From an optimization exercise on the open Yosys and OpenROAD flow, aimed at small area, a short achievable clock period and few clock cycles per item; shortcuts taken in it are not production practice.
At most, simulation tests tie the RTL to the original design; equivalence was not proved.
The flow treats the clock pin as an ideal source. Dropping or thinning the clock tree relies on that and would not hold on a real chip.

run a:
## rolling_hash_string_search
module rolling_hash_string_search (
  input  wire logic                   clk,
  input  wire logic                   rst,
  input  wire logic                   cfg_write_enable,
  input  wire logic [rhss_pkg::CFG_INDEX_W-1:0] cfg_index,
  input  wire logic [rhss_pkg::CFG_DATA_W-1:0]  cfg_data,
  input  wire logic                   text_valid,
  output wire logic                   text_ready,
  input  wire logic [rhss_pkg::BYTE_W-1:0]      text_byte,
  input  wire logic                   text_last,
  output wire logic                   result_valid,
  input  wire logic                   result_ready,
  output wire logic                   result_found,
  output wire logic [rhss_pkg::POSITION_W-1:0]  result_position
);
Size: roughly 1100 cells after synthesis, ~350 flip-flops, ~120 I/O pins.
==> module rolling_hash_string_search, before the edit <==
module rolling_hash_string_search (
  input  wire logic                   clk,
  input  wire logic                   rst,
  input  wire logic                   cfg_write_enable,
  input  wire logic [rhss_pkg::CFG_INDEX_W-1:0] cfg_index,
  input  wire logic [rhss_pkg::CFG_DATA_W-1:0]  cfg_data,
  input  wire logic                   text_valid,
  output wire logic                   text_ready,
  input  wire logic [rhss_pkg::BYTE_W-1:0]      text_byte,
  input  wire logic                   text_last,
  output wire logic                   result_valid,
  input  wire logic                   result_ready,
  output wire logic                   result_found,
  output wire logic [rhss_pkg::POSITION_W-1:0]  result_position
);
  logic [CFG_DATA_W-1:0]    pat_word [PATTERN_WORDS];
  logic [PATTERN_WORDS-1:0] word_set;      
  logic [4:0]               len_m1;        
  logic                     s1_valid;
  logic [BYTE_W-1:0]        s1_byte;
  logic                     s1_last;
  logic                     first;         
  logic [MAX_PATTERN-1:0]   mvec;
  logic                     s2_valid;
  logic                     s2_last;
  logic                     s2_first;
  logic                     matched;       
  logic                     out_valid;
  logic                     out_found;
  logic [POSITION_W-1:0]    pos;           
  logic                     ready_q;
  logic [PATTERN_WORDS-1:0] wr_en;
  always_comb begin
    for (int w = 0; w < PATTERN_WORDS; w++) begin
      wr_en[w] = cfg_write_enable && cfg_index == CFG_INDEX_W'(w + 1);
    end
  end
  always_ff @(posedge clk) begin
    for (int w = 0; w < PATTERN_WORDS; w++) begin
      if (wr_en[w]) pat_word[w] <= cfg_data;
    end
  end
  logic                     hit;
  logic                     need;
  logic                     stall;
  logic                     go;
  logic [POSITION_W-1:0]    pos_cur;
  assign hit   = mvec[len_m1];
  assign need  = s2_valid && !matched;
  assign stall = need && out_valid;
  assign go    = need && !stall;
  assign pos_cur = s2_first ? (POSITION_W'(0) - POSITION_W'(len_m1)) : (pos + POSITION_W'(1));
  logic                     take;
  logic                     adv;
  logic [MAX_PATTERN-1:0]   eq;
  logic [MAX_PATTERN-1:0]   mvec_new;
  assign take = text_valid && ready_q;
  assign adv  = s1_valid && !stall;
  always_comb begin
    for (int k = 0; k < MAX_PATTERN; k++) begin
      eq[k] = word_set[k/8] ? (s1_byte == pat_word[k/8][(k%8)*8 +: 8]) : (s1_byte == 8'd0);
    end
    mvec_new = eq & {mvec[MAX_PATTERN-2:0] & {(MAX_PATTERN-1){!first}}, 1'b1};
  end
  logic out_valid_nx;
  logic s1_valid_nx;
  logic s2_valid_nx;
  logic matched_nx;
  always_comb begin
    out_valid_nx = out_valid && !result_ready;
    if (go && (hit || s2_last)) out_valid_nx = 1'b1;
    s1_valid_nx = take || (s1_valid && stall);
    s2_valid_nx = stall ? s2_valid : s1_valid;
    matched_nx  = matched;
    if (s2_valid && !stall) begin
      if (s2_last) matched_nx = 1'b0;
      else if (need && hit) matched_nx = 1'b1;
    end
  end
  always_ff @(posedge clk) begin
    if (rst) begin
      word_set  <= '0;
      len_m1    <= '0;
      s1_valid  <= 1'b0;
      first     <= 1'b1;
      s2_valid  <= 1'b0;
      matched   <= 1'b0;
      out_valid <= 1'b0;
      ready_q   <= 1'b1;
    end else begin
      word_set <= word_set | wr_en;
      if (cfg_write_enable && cfg_index == REG_PATTERN_LENGTH) begin
        if (cfg_data[5:0] == 6'd0) len_m1 <= 5'd0;
        else if (cfg_data[5]) len_m1 <= 5'd31;
        else len_m1 <= cfg_data[4:0] - 5'd1;
      end
      s1_valid  <= s1_valid_nx;
      if (adv) first <= s1_last;
      s2_valid  <= s2_valid_nx;
      matched   <= matched_nx;
      out_valid <= out_valid_nx;
      ready_q   <= !(s1_valid_nx && out_valid_nx && s2_valid_nx && !matched_nx);
    end
  end
  always_ff @(posedge clk) begin
    if (!(s1_valid && stall)) begin
      s1_byte <= text_byte;
      s1_last <= text_last;
    end
    if (adv) begin
      mvec     <= mvec_new;
      s2_last  <= s1_last;
      s2_first <= first;
    end
    out_found <= (out_found && !go) || (hit && go);
    pos       <= (pos & {POSITION_W{!go}}) | (pos_cur & {POSITION_W{go && (hit || !s2_last)}});
  end
  assign text_ready      = ready_q;
  assign result_valid    = out_valid;
  assign result_found    = out_found;
  assign result_position = pos;
endmodule
clock: 11.0 ns
lec_check: 0
cap_margin: 20
core_margin: 2
core_utilization: 40
slew_margin: 20
standard.sh (not shown) runs the stock make flow with config.mk's settings and CLKGATE_MAP_FILE= SYNTH_SCRIPT=/design/flow/synth_recipe.tcl, a recipe that flattens the netlist after the stock synthesis.
==> flow/flow/run.sh <==
#!/bin/bash
set -euo pipefail
source flow/settings.sh
bash standard.sh "${ARGS[@]}" cts > make_cts.log 2>&1
openroad -no_init -exit flow/clock_root.tcl > clock_root.log 2>&1
bash standard.sh "${ARGS[@]}" finish > make_finish.log 2>&1
==> flow/flow/clock_root.tcl <==
set odb_file orfs/results/sky130hd/rolling_hash_string_search/base/4_cts.odb
read_db $odb_file
set block [ord::get_db_block]
set port_net [[$block findBTerm clk] getNet]
set iterms [$port_net getITerms]
if {[llength $iterms] != 1} {
  puts "clock port drives [llength $iterms] pins; tree left as is"
} else {
  set root [[lindex $iterms 0] getInst]
  set out_net [[$root findITerm X] getNet]
  set loads {}
  foreach it [$out_net getITerms] {
    if {[$it getInst] != $root} { lappend loads $it }
  }
  if {[llength $loads] > 4} {
    puts "root buffer [$root getName] drives [llength $loads] pins; tree left as is"
  } else {
    foreach it $loads {
      puts "moving [[$it getInst] getName]/[[$it getMTerm] getName] to the clock port"
      $it disconnect
      $it connect $port_net
    }
    puts "removing root buffer [$root getName] ([[$root getMaster] getName])"
    odb::dbInst_destroy $root
    odb::dbNet_destroy $out_net
    write_db $odb_file
  }
}
==> flow/flow/settings.sh <==
# Extra ORFS make settings for standard.sh
ARGS=(
  SETUP_SLACK_MARGIN=8.0
  REMOVE_ABC_BUFFERS=1
  "CTS_ARGS=-sink_clustering_enable -repair_clock_nets -sink_clustering_size 25 -sink_clustering_max_diameter 120 -dont_use_dummy_load"
  "BUFFER_PORTS_ARGS=-buffer_cell sky130_fd_sc_hd__buf_1"
)
Run a | status: complete | timing, DRC, antenna: pass
Testbench counts of run a, summed over its fixed seeds: cycles 37,419, bytes 37,092.
The following lists how run b was set up differently from run a:
--- a/flow/design.v
+++ b/flow/design.v
@@ -125,9 +125,9 @@
       mvec     <= mvec_new;
       s2_last  <= s1_last;
       s2_first <= first;
     end
-    out_found <= (out_found && !go) || (hit && go);
+    out_found <= (out_found && !go) || (hit && go && s2_valid);
     pos       <= (pos & {POSITION_W{!go}}) | (pos_cur & {POSITION_W{go && (hit || !s2_last)}});
   end
   assign text_ready      = ready_q;
   assign result_valid    = out_valid;
Slack of the worst reg-to-reg path (lower): run a
Cell count for run b is lower than for run a.
Compared with run a, in run b worst hold slack -0.018 ns; synthesized cell count -10.
There was hardly any difference in multiplexer share of the synthesized area between run b and run a.
Run comparison: run a highest-delay cell along the critical path sky130_fd_sc_hd__edfxtp_1; run b highest-delay cell along the critical path sky130_fd_sc_hd__dfxtp_4
For run b, only the layout was checked, not whether the RTL still works.

-- static timing again, ports no longer ideal --
No port has a modelled driver above. Below, the same layouts with a new extraction and two added sets of constraints. Step 1 sets driving cells, clkbuf_16 on the clock port and buf_2 on the other inputs (assumed; they add their load-dependent delay and slew). Step 2 also shifts input and output timing later by t, the mid clock arrival at the registers, as if the neighbouring blocks saw the same clock. Three values: ideal ports, drivers, drivers and shift; two values: the first two.
run	t, ns	setup WS [ns]	worst setup path after step 2
run a	0.438	7.929 / 7.865 / 7.507	input to register
run b	0.438	7.904 / 7.840 / 7.509	input to register
After both steps every run listed still meets setup and hold. The setup slack of run a, which loses most, moves by -0.064 ns with the drivers and by -0.422 ns with both steps.
